What follows belongs to an exercise in optimizing a design on an open flow for a short achievable clock period and few clock cycles per item; a production flow would make more cautious choices.
Where RTL was checked, it was by simulation tests only, not by an equivalence proof against the original.

==> run a <==
==> flow/design.v <==
package yuv_rgb_pkg;
	localparam int PAIRS_PER_ROW = 160;
	localparam int IN_DEPTH = 5;
	localparam int IN_PTR_W = $clog2(IN_DEPTH);
	localparam int IN_CNT_W = $clog2(IN_DEPTH + 1);
	localparam int COEF_Y = 76284;
	localparam int COEF_RV = 104595;
	localparam int COEF_GU = -25624;
	localparam int COEF_GV = -53281;
	localparam int COEF_BU = 132251;
	localparam int K_R = -76284 * 16 - 104595 * 128;
	localparam int K_G = -76284 * 16 + 25624 * 128 + 53281 * 128;
	localparam int K_B = -76284 * 16 - 132251 * 128;
endpackage
module input_fifo (
	input  logic        Clock,
	input  logic        resetn,
	input  logic        in_valid,
	input  logic [15:0] in_word,
	output logic        in_credit,
	input  logic        fifo_pop,
	output logic        fifo_valid,
	output logic [15:0] fifo_word
);
	localparam int DEPTH = yuv_rgb_pkg::IN_DEPTH;
	localparam int PW = yuv_rgb_pkg::IN_PTR_W;
	localparam int CW = yuv_rgb_pkg::IN_CNT_W;
	logic          r_valid;
	logic [15:0]   r_word;
	logic [15:0]   mem [0:DEPTH-1];
	logic [PW-1:0] wr_ptr, rd_ptr;
	logic [CW-1:0] count;
	logic [CW-1:0] space;   
	logic          grant;
	assign grant = (space != '0);
	assign fifo_valid = (count != '0);
	assign fifo_word = mem[rd_ptr];
	always_ff @(posedge Clock or negedge resetn) begin
		if (!resetn) begin
			r_valid <= 1'b0;
			in_credit <= 1'b0;
			space <= CW'(DEPTH);
			wr_ptr <= '0;
			rd_ptr <= '0;
			count <= '0;
		end else begin
			r_valid <= in_valid;
			in_credit <= grant;
			space <= space - CW'(grant) + CW'(fifo_pop);
			if (r_valid)
				wr_ptr <= (wr_ptr == PW'(DEPTH - 1)) ? '0 : wr_ptr + 1'b1;
			if (fifo_pop)
				rd_ptr <= (rd_ptr == PW'(DEPTH - 1)) ? '0 : rd_ptr + 1'b1;
			count <= count + CW'(r_valid) - CW'(fifo_pop);
		end
	end
	always_ff @(posedge Clock) begin
		r_word <= in_word;
		if (r_valid)
			mem[wr_ptr] <= r_word;
	end
endmodule
module conv_ctrl (
	input  logic        Clock,
	input  logic        resetn,
	input  logic        c_valid,
	input  logic [23:0] c_pixel,
	input  logic        out_credit,
	output logic        out_valid,
	output logic [23:0] out_pixel,
	output logic        adv
);
	logic       credit_r;   
	logic [3:0] credits;    
	logic       can_send;
	logic       send;
	assign can_send = (credits != 4'd0) || credit_r;
	assign send = c_valid & can_send;
	assign adv = ~c_valid | can_send;
	always_ff @(posedge Clock)
		out_pixel <= c_pixel;  
	always_ff @(posedge Clock or negedge resetn) begin
		if (!resetn) begin
			credit_r <= 1'b0;
			credits <= '0;
			out_valid <= 1'b0;
		end else begin
			credit_r <= out_credit;
			credits <= credits + 4'(credit_r) - 4'(send);
			out_valid <= send;
		end
	end
endmodule
module pair_window (
	input  logic        Clock,
	input  logic        resetn,
	input  logic        adv,      
	input  logic        w_valid,  
	input  logic [15:0] r_word,
	output logic        w_pop,
	output logic        x_valid,  
	output logic [47:0] x_u,      
	output logic [47:0] x_v,
	output logic [15:0] x_y
);
	logic        chroma;         
	logic [7:0]  pair;
	logic [47:0] win_u, win_v;
	logic [63:0] y_hist;         
	logic [47:0] nwin_u, nwin_v;
	logic [47:0] tail_u, tail_v;
	logic [47:0] tail_y;         
	logic [1:0]  tail_left;
	logic        tail_ph;
	logic        tail_issue;
	logic        c_word, row_first, row_last;
	logic r_valid;
	assign r_valid = w_valid & adv;
	assign w_pop = r_valid;
	assign c_word = r_valid & chroma;
	assign row_first = (pair == 8'd0);
	assign row_last = (pair == 8'(yuv_rgb_pkg::PAIRS_PER_ROW - 1));
	assign nwin_u = row_first ? {6{r_word[15:8]}} : {win_u[39:0], r_word[15:8]};
	assign nwin_v = row_first ? {6{r_word[7:0]}} : {win_v[39:0], r_word[7:0]};
	assign tail_issue = (tail_left != 2'd0) & tail_ph & adv;
	always_ff @(posedge Clock or negedge resetn) begin
		if (!resetn) begin
			chroma <= 1'b0;
			pair <= '0;
			tail_left <= 2'd0;
			tail_ph <= 1'b0;
		end else begin
			if (r_valid) begin
				chroma <= ~chroma;
				if (chroma)
					pair <= row_last ? 8'd0 : pair + 8'd1;
			end
			if (c_word && row_last) begin
				tail_left <= 2'd3;
				tail_ph <= 1'b0;
			end else if (tail_left != 2'd0 && adv) begin
				tail_ph <= ~tail_ph;
				if (tail_ph)
					tail_left <= tail_left - 2'd1;
			end
		end
	end
	always_ff @(posedge Clock) begin
		if (r_valid && !chroma)
			y_hist <= {y_hist[47:0], r_word};
		if (c_word) begin
			win_u <= nwin_u;
			win_v <= nwin_v;
		end
		if (c_word && row_last) begin
			tail_u <= nwin_u;
			tail_v <= nwin_v;
			tail_y <= y_hist[47:0];
		end else if (tail_issue) begin
			tail_u <= {tail_u[39:0], tail_u[7:0]};
			tail_v <= {tail_v[39:0], tail_v[7:0]};
			tail_y <= {tail_y[31:0], 16'h0};
		end
	end
	assign x_valid = (c_word && pair >= 8'd3) || tail_issue;
	assign x_u = tail_issue ? {tail_u[39:0], tail_u[7:0]} : nwin_u;
	assign x_v = tail_issue ? {tail_v[39:0], tail_v[7:0]} : nwin_v;
	assign x_y = tail_issue ? tail_y[47:32] : y_hist[63:48];
endmodule
module chroma_fir (
	input  logic        Clock,
	input  logic        resetn,
	input  logic        adv,
	input  logic        x_valid,
	input  logic [47:0] x_u,
	input  logic [47:0] x_v,
	input  logic [15:0] x_y,
	output logic        p_valid,
	output logic [7:0]  p_y,
	output logic [7:0]  p_u,
	output logic [7:0]  p_v
);
	logic f1_valid, f2_valid, f3_valid, f4_valid;
	logic [7:0] f1_ye, f1_yo, f1_ue, f1_ve;
	logic [7:0] f2_ye, f2_yo, f2_ue, f2_ve;
	logic [7:0] f3_ye, f3_yo, f3_ue, f3_ve;
	logic [7:0] f4_yo;
	logic [8:0]  f1_s1u, f1_s2u, f1_s3u, f1_s1v, f1_s2v, f1_s3v;
	logic [8:0]  f2_s3u, f2_s3v;
	logic [11:0] f2_pu, f2_pv;    
	logic [12:0] f2_qu, f2_qv;    
	logic [13:0] f2_ru, f2_rv;    
	logic signed [18:0] f3_xu, f3_xv, f3_yu, f3_yv;
	logic signed [18:0] f4_au, f4_av;
	function automatic logic [7:0] clip(input logic signed [18:0] acc);
		if (acc[18])
			clip = 8'h00;
		else if (|acc[17:16])
			clip = 8'hff;
		else
			clip = acc[15:8];
	endfunction
	always_ff @(posedge Clock or negedge resetn) begin
		if (!resetn) begin
			f1_valid <= 1'b0;
			f2_valid <= 1'b0;
			f3_valid <= 1'b0;
			f4_valid <= 1'b0;
			p_valid <= 1'b0;
		end else if (adv) begin
			f1_valid <= x_valid;
			f2_valid <= f1_valid;
			f3_valid <= f2_valid;
			f4_valid <= f3_valid;
			p_valid <= f3_valid | f4_valid;  
		end
	end
	always_ff @(posedge Clock) if (adv) begin
		f1_s1u <= 9'(x_u[47:40]) + 9'(x_u[7:0]);
		f1_s2u <= 9'(x_u[39:32]) + 9'(x_u[15:8]);
		f1_s3u <= 9'(x_u[31:24]) + 9'(x_u[23:16]);
		f1_s1v <= 9'(x_v[47:40]) + 9'(x_v[7:0]);
		f1_s2v <= 9'(x_v[39:32]) + 9'(x_v[15:8]);
		f1_s3v <= 9'(x_v[31:24]) + 9'(x_v[23:16]);
		f1_ye <= x_y[15:8];
		f1_yo <= x_y[7:0];
		f1_ue <= x_u[31:24];
		f1_ve <= x_v[31:24];
		f2_pu <= {f1_s3u, 2'b00} + 12'(f1_s3u);
		f2_pv <= {f1_s3v, 2'b00} + 12'(f1_s3v);
		f2_qu <= {f1_s2u, 3'b000} + {f1_s2u, 2'b00} + 13'(f1_s2u);
		f2_qv <= {f1_s2v, 3'b000} + {f1_s2v, 2'b00} + 13'(f1_s2v);
		f2_ru <= {f1_s1u, 4'b0000} + {f1_s1u, 2'b00} + 14'(f1_s1u);
		f2_rv <= {f1_s1v, 4'b0000} + {f1_s1v, 2'b00} + 14'(f1_s1v);
		f2_s3u <= f1_s3u;
		f2_s3v <= f1_s3v;
		f2_ye <= f1_ye;
		f2_yo <= f1_yo;
		f2_ue <= f1_ue;
		f2_ve <= f1_ve;
		f3_xu <= 19'({f2_pu, 5'b00000}) - 19'(f2_s3u) + 19'sd128;
		f3_xv <= 19'({f2_pv, 5'b00000}) - 19'(f2_s3v) + 19'sd128;
		f3_yu <= 19'(f2_ru) - 19'({f2_qu, 2'b00});
		f3_yv <= 19'(f2_rv) - 19'({f2_qv, 2'b00});
		f3_ye <= f2_ye;
		f3_yo <= f2_yo;
		f3_ue <= f2_ue;
		f3_ve <= f2_ve;
		f4_au <= f3_xu + f3_yu;
		f4_av <= f3_xv + f3_yv;
		f4_yo <= f3_yo;
		if (f3_valid) begin
			p_y <= f3_ye;
			p_u <= f3_ue;
			p_v <= f3_ve;
		end else begin
			p_y <= f4_yo;
			p_u <= clip(f4_au);
			p_v <= clip(f4_av);
		end
	end
endmodule
module color_matrix (
	input  logic        Clock,
	input  logic        resetn,
	input  logic        adv,
	input  logic        p_valid,
	input  logic [7:0]  p_y,
	input  logic [7:0]  p_u,
	input  logic [7:0]  p_v,
	output logic        c_valid,
	output logic [23:0] c_pixel
);
	logic c1_valid, c2_valid;
	logic signed [26:0] c1_py, c1_pr, c1_pgu, c1_pgv, c1_pb;
	logic signed [26:0] c2_r, c2_g, c2_b;
	function automatic logic signed [26:0] prod(input int coef, input int k, input logic [7:0] x);
		logic signed [26:0] hi, lo;
		hi = '0;
		lo = '0;
		for (int n = 0; n < 16; n++) begin
			if (x[7:4] == 4'(n))
				hi = 27'(coef * n * 16 + k);
			if (x[3:0] == 4'(n))
				lo = 27'(coef * n);
		end
		prod = hi + lo;
	endfunction
	function automatic logic [7:0] clip(input logic signed [26:0] s);
		if (s[26])
			clip = 8'h00;
		else if (|s[25:24])
			clip = 8'hff;
		else
			clip = s[23:16];
	endfunction
	always_ff @(posedge Clock or negedge resetn) begin
		if (!resetn) begin
			c1_valid <= 1'b0;
			c2_valid <= 1'b0;
			c_valid <= 1'b0;
		end else if (adv) begin
			c1_valid <= p_valid;
			c2_valid <= c1_valid;
			c_valid <= c2_valid;
		end
	end
	always_ff @(posedge Clock) if (adv) begin
		c1_py <= prod(yuv_rgb_pkg::COEF_Y, 0, p_y);
		c1_pr <= prod(yuv_rgb_pkg::COEF_RV, yuv_rgb_pkg::K_R, p_v);
		c1_pgu <= prod(yuv_rgb_pkg::COEF_GU, yuv_rgb_pkg::K_G, p_u);
		c1_pgv <= prod(yuv_rgb_pkg::COEF_GV, 0, p_v);
		c1_pb <= prod(yuv_rgb_pkg::COEF_BU, yuv_rgb_pkg::K_B, p_u);
		c2_r <= c1_py + c1_pr;
		c2_g <= c1_py + c1_pgu + c1_pgv;
		c2_b <= c1_py + c1_pb;
		c_pixel <= {clip(c2_r), clip(c2_g), clip(c2_b)};
	end
endmodule
module yuv_rgb_top (
	input  logic        Clock,
	input  logic        resetn,
	input  logic        in_valid,
	input  logic [15:0] in_word,
	output logic        in_credit,
	output logic        out_valid,
	output logic [23:0] out_pixel,
	input  logic        out_credit
);
	logic        adv;
	logic        fifo_valid, fifo_pop;
	logic [15:0] fifo_word;
	logic        x_valid;
	logic [47:0] x_u, x_v;
	logic [15:0] x_y;
	logic        p_valid;
	logic [7:0]  p_y, p_u, p_v;
	logic        c_valid;
	logic [23:0] c_pixel;
	input_fifo u_input_fifo (
		.Clock      (Clock),
		.resetn     (resetn),
		.in_valid   (in_valid),
		.in_word    (in_word),
		.in_credit  (in_credit),
		.fifo_pop   (fifo_pop),
		.fifo_valid (fifo_valid),
		.fifo_word  (fifo_word)
	);
	pair_window u_pair_window (
		.Clock   (Clock),
		.resetn  (resetn),
		.adv     (adv),
		.w_valid (fifo_valid),
		.r_word  (fifo_word),
		.w_pop   (fifo_pop),
		.x_valid (x_valid),
		.x_u     (x_u),
		.x_v     (x_v),
		.x_y     (x_y)
	);
	chroma_fir u_chroma_fir (
		.Clock   (Clock),
		.resetn  (resetn),
		.adv     (adv),
		.x_valid (x_valid),
		.x_u     (x_u),
		.x_v     (x_v),
		.x_y     (x_y),
		.p_valid (p_valid),
		.p_y     (p_y),
		.p_u     (p_u),
		.p_v     (p_v)
	);
	color_matrix u_color_matrix (
		.Clock   (Clock),
		.resetn  (resetn),
		.adv     (adv),
		.p_valid (p_valid),
		.p_y     (p_y),
		.p_u     (p_u),
		.p_v     (p_v),
		.c_valid (c_valid),
		.c_pixel (c_pixel)
	);
	conv_ctrl u_conv_ctrl (
		.Clock      (Clock),
		.resetn     (resetn),
		.c_valid    (c_valid),
		.c_pixel    (c_pixel),
		.out_credit (out_credit),
		.out_valid  (out_valid),
		.out_pixel  (out_pixel),
		.adv        (adv)
	);
endmodule
==> flow/flow/run.sh <==
#!/bin/bash
set -euo pipefail
bash standard.sh SETUP_SLACK_MARGIN=9 finish > flow_make.log 2>&1
==> flow/standard.sh <==
#!/bin/bash
# synth_recipe.tcl (not shown) runs the flow's synth.tcl, then flattens the netlist and writes it again
# the make line also repeats each setting of config.mk as NAME=value (left out here)
make -C /OpenROAD-flow-scripts/flow DESIGN_CONFIG=/design/flow/config.mk WORK_HOME=/design/flow/orfs CLKGATE_MAP_FILE= SYNTH_SCRIPT=/design/flow/synth_recipe.tcl "${@:-finish}"
==> flow/config.mk <==
export PLATFORM = sky130hd
export DESIGN_NAME = yuv_rgb_top
export DESIGN_NICKNAME = yuv_rgb_top
export VERILOG_FILES = /design/flow/design.v
export SDC_FILE = /design/flow/constraint.sdc
export NUM_CORES = 4
export LEC_CHECK = 0
export CAP_MARGIN = 20
export CORE_MARGIN = 2
export CORE_UTILIZATION = 40
export CTS_CLUSTER_DIAMETER = 80
export CTS_CLUSTER_SIZE = 30
export SLEW_MARGIN = 20
==> flow/constraint.sdc <==
create_clock -name core_clock -period 12.0 [get_ports {Clock}]
set_input_delay 2.4000 -clock core_clock [delete_from_list [all_inputs] [get_ports {Clock}]]
set_output_delay 2.4000 -clock core_clock [all_outputs]
set_load 0.01 [all_outputs]
==> run b (differences from run a) <==
--- a/flow/design.v
+++ b/flow/design.v
@@ -1,8 +1,8 @@
 package yuv_rgb_pkg;
 	localparam int PAIRS_PER_ROW = 160;
-	localparam int IN_DEPTH = 5;
-	localparam int IN_PTR_W = $clog2(IN_DEPTH);
-	localparam int IN_CNT_W = $clog2(IN_DEPTH + 1);
+	localparam int OUT_DEPTH = 19;
+	localparam int OUT_PTR_W = $clog2(OUT_DEPTH);
+	localparam int OUT_CNT_W = $clog2(OUT_DEPTH + 1);
 	localparam int COEF_Y = 76284;
 	localparam int COEF_RV = 104595;
 	localparam int COEF_GU = -25624;
@@ -18,47 +18,47 @@
 	input  logic        in_valid,
 	input  logic [15:0] in_word,
 	output logic        in_credit,
-	input  logic        fifo_pop,
-	output logic        fifo_valid,
-	output logic [15:0] fifo_word
+	input  logic        slot_free,    
+	output logic        r_valid,
+	output logic [15:0] r_word
 );
-	localparam int DEPTH = yuv_rgb_pkg::IN_DEPTH;
-	localparam int PW = yuv_rgb_pkg::IN_PTR_W;
-	localparam int CW = yuv_rgb_pkg::IN_CNT_W;
-	logic          r_valid;
-	logic [15:0]   r_word;
-	logic [15:0]   mem [0:DEPTH-1];
-	logic [PW-1:0] wr_ptr, rd_ptr;
-	logic [CW-1:0] count;
-	logic [CW-1:0] space;   
-	logic          grant;
-	assign grant = (space != '0);
-	assign fifo_valid = (count != '0);
-	assign fifo_word = mem[rd_ptr];
+	localparam int DEPTH = yuv_rgb_pkg::OUT_DEPTH;
+	localparam int CW = yuv_rgb_pkg::OUT_CNT_W;
+	logic        g_chroma;   
+	logic [7:0]  g_pair;     
+	logic [CW-1:0] space;    
+	logic [3:0]  need;
+	logic        grant;
+	always_comb begin
+		need = 4'd0;
+		if (g_chroma) begin
+			if (g_pair == 8'(yuv_rgb_pkg::PAIRS_PER_ROW - 1))
+				need = 4'd8;
+			else if (g_pair >= 8'd3)
+				need = 4'd2;
+		end
+	end
+	assign grant = (space >= CW'(need));
 	always_ff @(posedge Clock or negedge resetn) begin
 		if (!resetn) begin
 			r_valid <= 1'b0;
 			in_credit <= 1'b0;
+			g_chroma <= 1'b0;
+			g_pair <= '0;
 			space <= CW'(DEPTH);
-			wr_ptr <= '0;
-			rd_ptr <= '0;
-			count <= '0;
 		end else begin
 			r_valid <= in_valid;
 			in_credit <= grant;
-			space <= space - CW'(grant) + CW'(fifo_pop);
-			if (r_valid)
-				wr_ptr <= (wr_ptr == PW'(DEPTH - 1)) ? '0 : wr_ptr + 1'b1;
-			if (fifo_pop)
-				rd_ptr <= (rd_ptr == PW'(DEPTH - 1)) ? '0 : rd_ptr + 1'b1;
-			count <= count + CW'(r_valid) - CW'(fifo_pop);
+			if (grant) begin
+				g_chroma <= ~g_chroma;
+				if (g_chroma)
+					g_pair <= (g_pair == 8'(yuv_rgb_pkg::PAIRS_PER_ROW - 1)) ? 8'd0 : g_pair + 8'd1;
+			end
+			space <= space - (grant ? CW'(need) : CW'(0)) + CW'(slot_free);
 		end
 	end
-	always_ff @(posedge Clock) begin
+	always_ff @(posedge Clock)
 		r_word <= in_word;
-		if (r_valid)
-			mem[wr_ptr] <= r_word;
-	end
 endmodule
 module conv_ctrl (
 	input  logic        Clock,
@@ -68,19 +68,29 @@
 	input  logic        out_credit,
 	output logic        out_valid,
 	output logic [23:0] out_pixel,
-	output logic        adv
+	output logic        slot_free
 );
-	logic       credit_r;   
-	logic [3:0] credits;    
-	logic       can_send;
-	logic       send;
-	assign can_send = (credits != 4'd0) || credit_r;
-	assign send = c_valid & can_send;
-	assign adv = ~c_valid | can_send;
-	always_ff @(posedge Clock)
-		out_pixel <= c_pixel;  
+	localparam int DEPTH = yuv_rgb_pkg::OUT_DEPTH;
+	localparam int PW = yuv_rgb_pkg::OUT_PTR_W;
+	localparam int CW = yuv_rgb_pkg::OUT_CNT_W;
+	logic [23:0] mem [0:DEPTH-1];
+	logic [PW-1:0] wr_ptr, rd_ptr;
+	logic [CW-1:0] count;
+	logic          credit_r;   
+	logic [3:0]    credits;    
+	logic          send;
+	assign send = (count != '0) && (credits != 4'd0 || credit_r);
+	assign slot_free = send;
+	always_ff @(posedge Clock) begin
+		if (c_valid)
+			mem[wr_ptr] <= c_pixel;
+		out_pixel <= mem[rd_ptr];  
+	end
 	always_ff @(posedge Clock or negedge resetn) begin
 		if (!resetn) begin
+			wr_ptr <= '0;
+			rd_ptr <= '0;
+			count <= '0;
 			credit_r <= 1'b0;
 			credits <= '0;
 			out_valid <= 1'b0;
@@ -88,16 +98,19 @@
 			credit_r <= out_credit;
 			credits <= credits + 4'(credit_r) - 4'(send);
 			out_valid <= send;
+			if (c_valid)
+				wr_ptr <= (wr_ptr == PW'(DEPTH - 1)) ? '0 : wr_ptr + 1'b1;
+			if (send)
+				rd_ptr <= (rd_ptr == PW'(DEPTH - 1)) ? '0 : rd_ptr + 1'b1;
+			count <= count + CW'(c_valid) - CW'(send);
 		end
 	end
 endmodule
 module pair_window (
 	input  logic        Clock,
 	input  logic        resetn,
-	input  logic        adv,      
-	input  logic        w_valid,  
+	input  logic        r_valid,
 	input  logic [15:0] r_word,
-	output logic        w_pop,
 	output logic        x_valid,  
 	output logic [47:0] x_u,      
 	output logic [47:0] x_v,
@@ -114,15 +127,12 @@
 	logic        tail_ph;
 	logic        tail_issue;
 	logic        c_word, row_first, row_last;
-	logic r_valid;
-	assign r_valid = w_valid & adv;
-	assign w_pop = r_valid;
 	assign c_word = r_valid & chroma;
 	assign row_first = (pair == 8'd0);
 	assign row_last = (pair == 8'(yuv_rgb_pkg::PAIRS_PER_ROW - 1));
 	assign nwin_u = row_first ? {6{r_word[15:8]}} : {win_u[39:0], r_word[15:8]};
 	assign nwin_v = row_first ? {6{r_word[7:0]}} : {win_v[39:0], r_word[7:0]};
-	assign tail_issue = (tail_left != 2'd0) & tail_ph & adv;
+	assign tail_issue = (tail_left != 2'd0) & tail_ph;
 	always_ff @(posedge Clock or negedge resetn) begin
 		if (!resetn) begin
 			chroma <= 1'b0;
@@ -138,7 +148,7 @@
 			if (c_word && row_last) begin
 				tail_left <= 2'd3;
 				tail_ph <= 1'b0;
-			end else if (tail_left != 2'd0 && adv) begin
+			end else if (tail_left != 2'd0) begin
 				tail_ph <= ~tail_ph;
 				if (tail_ph)
 					tail_left <= tail_left - 2'd1;
@@ -170,7 +180,6 @@
 module chroma_fir (
 	input  logic        Clock,
 	input  logic        resetn,
-	input  logic        adv,
 	input  logic        x_valid,
 	input  logic [47:0] x_u,
 	input  logic [47:0] x_v,
@@ -207,7 +216,7 @@
 			f3_valid <= 1'b0;
 			f4_valid <= 1'b0;
 			p_valid <= 1'b0;
-		end else if (adv) begin
+		end else begin
 			f1_valid <= x_valid;
 			f2_valid <= f1_valid;
 			f3_valid <= f2_valid;
@@ -215,7 +224,7 @@
 			p_valid <= f3_valid | f4_valid;  
 		end
 	end
-	always_ff @(posedge Clock) if (adv) begin
+	always_ff @(posedge Clock) begin
 		f1_s1u <= 9'(x_u[47:40]) + 9'(x_u[7:0]);
 		f1_s2u <= 9'(x_u[39:32]) + 9'(x_u[15:8]);
 		f1_s3u <= 9'(x_u[31:24]) + 9'(x_u[23:16]);
@@ -263,7 +272,6 @@
 module color_matrix (
 	input  logic        Clock,
 	input  logic        resetn,
-	input  logic        adv,
 	input  logic        p_valid,
 	input  logic [7:0]  p_y,
 	input  logic [7:0]  p_u,
@@ -299,13 +307,13 @@
 			c1_valid <= 1'b0;
 			c2_valid <= 1'b0;
 			c_valid <= 1'b0;
-		end else if (adv) begin
+		end else begin
 			c1_valid <= p_valid;
 			c2_valid <= c1_valid;
 			c_valid <= c2_valid;
 		end
 	end
-	always_ff @(posedge Clock) if (adv) begin
+	always_ff @(posedge Clock) begin
 		c1_py <= prod(yuv_rgb_pkg::COEF_Y, 0, p_y);
 		c1_pr <= prod(yuv_rgb_pkg::COEF_RV, yuv_rgb_pkg::K_R, p_v);
 		c1_pgu <= prod(yuv_rgb_pkg::COEF_GU, yuv_rgb_pkg::K_G, p_u);
@@ -327,9 +335,8 @@
 	output logic [23:0] out_pixel,
 	input  logic        out_credit
 );
-	logic        adv;
-	logic        fifo_valid, fifo_pop;
-	logic [15:0] fifo_word;
+	logic        r_valid;
+	logic [15:0] r_word;
 	logic        x_valid;
 	logic [47:0] x_u, x_v;
 	logic [15:0] x_y;
@@ -337,23 +344,22 @@
 	logic [7:0]  p_y, p_u, p_v;
 	logic        c_valid;
 	logic [23:0] c_pixel;
+	logic        slot_free;
 	input_fifo u_input_fifo (
-		.Clock      (Clock),
-		.resetn     (resetn),
-		.in_valid   (in_valid),
-		.in_word    (in_word),
-		.in_credit  (in_credit),
-		.fifo_pop   (fifo_pop),
-		.fifo_valid (fifo_valid),
-		.fifo_word  (fifo_word)
+		.Clock     (Clock),
+		.resetn    (resetn),
+		.in_valid  (in_valid),
+		.in_word   (in_word),
+		.in_credit (in_credit),
+		.slot_free (slot_free),
+		.r_valid   (r_valid),
+		.r_word    (r_word)
 	);
 	pair_window u_pair_window (
 		.Clock   (Clock),
 		.resetn  (resetn),
-		.adv     (adv),
-		.w_valid (fifo_valid),
-		.r_word  (fifo_word),
-		.w_pop   (fifo_pop),
+		.r_valid (r_valid),
+		.r_word  (r_word),
 		.x_valid (x_valid),
 		.x_u     (x_u),
 		.x_v     (x_v),
@@ -362,7 +368,6 @@
 	chroma_fir u_chroma_fir (
 		.Clock   (Clock),
 		.resetn  (resetn),
-		.adv     (adv),
 		.x_valid (x_valid),
 		.x_u     (x_u),
 		.x_v     (x_v),
@@ -375,7 +380,6 @@
 	color_matrix u_color_matrix (
 		.Clock   (Clock),
 		.resetn  (resetn),
-		.adv     (adv),
 		.p_valid (p_valid),
 		.p_y     (p_y),
 		.p_u     (p_u),
@@ -391,6 +395,6 @@
 		.out_credit (out_credit),
 		.out_valid  (out_valid),
 		.out_pixel  (out_pixel),
-		.adv        (adv)
+		.slot_free  (slot_free)
 	);
 endmodule
==> summary.txt <==
First-iteration DRC count: run b is higher than run a (about 18%).
Between run a and run b, the lower utilization is in run b (gap 2.2 points).
Cell area: run b is higher than run a (14%).
Synthesized cell count: run b is higher than run a (about 13%).
In run b the die area is higher than in run a, by 18%.
Between run b and run a, the lower setup slack is in run b (gap 0.0018 ns).
Against run b, the non-clock buffer count of run a is higher by 103.
Via count: run a is smaller than run b (about 9%).
==> figures <==
	run a	run b
Number of enable-type register cells in the synthesized netlist	898	728
Crit path launch	u_input_fifo.in_credit$_DFF_PN0_	u_conv_ctrl.out_valid$_DFF_PN0_
Postcts setup bufs	269	143
Clock insertion delay at the later pin of the skew report	0.73 ns	0.72 ns
Per-cell via count in the routed design	5.25	5.12
1st-iter DRT viols	2335	2763
Portion of netlist area occupied by mux cells	1.53%	6.28%
Post-route insts no fill	6459	7304
Total Routing Usage GR	17.2%	16.9%
Post-layout min period	3.65 ns	3.65 ns
Status	complete, no violations	complete, no violations
Number of buffers created by CTS	52	76
Final worst path period share	30.4%	30.5%
Share of the yosys chip area belonging to registers	56.5%	58.0%
Register area	28800 um^2	35200 um^2
Hold_sp	u_color_matrix.c_pixel[23]$_SDFFCE_PP0N_	u_chroma_fir.f2_ye[5]$_DFF_P_
Path depth of the worst reg2reg path	18	17
Testbench counts of run b, summed over its fixed seeds: cycles 20,616, items 20,480.
The RTL of run a was laid out without a check of its function.

## what the ideal ports hide
No port has a modelled driver above. Below, the same layouts with a new extraction and two added sets of constraints.
Step 1, drivers: a clkbuf_16 drives Clock and a buf_2 each remaining input, both assumed.
Step 2 moves the port delays by t, midway between the first and last clock arrival at a register: inputs arrive t later, outputs are due t later. That takes back most of the time a late clock gives input paths.
Slacks: ideal / step 1 / step 2; pairs: ideal / step 1.
run | t, ns | setup WS [ns] | latest minus earliest clock arrival (ns)
run a | 0.761 | 8.348 / 8.273 / 8.395 | 0.099 / 0.100
run b | 0.772 | 8.346 / 8.275 / 8.621 | 0.041 / 0.042
After both steps setup and hold are still met in every run listed. The worst setup slack also covers recovery checks on asynchronous resets.
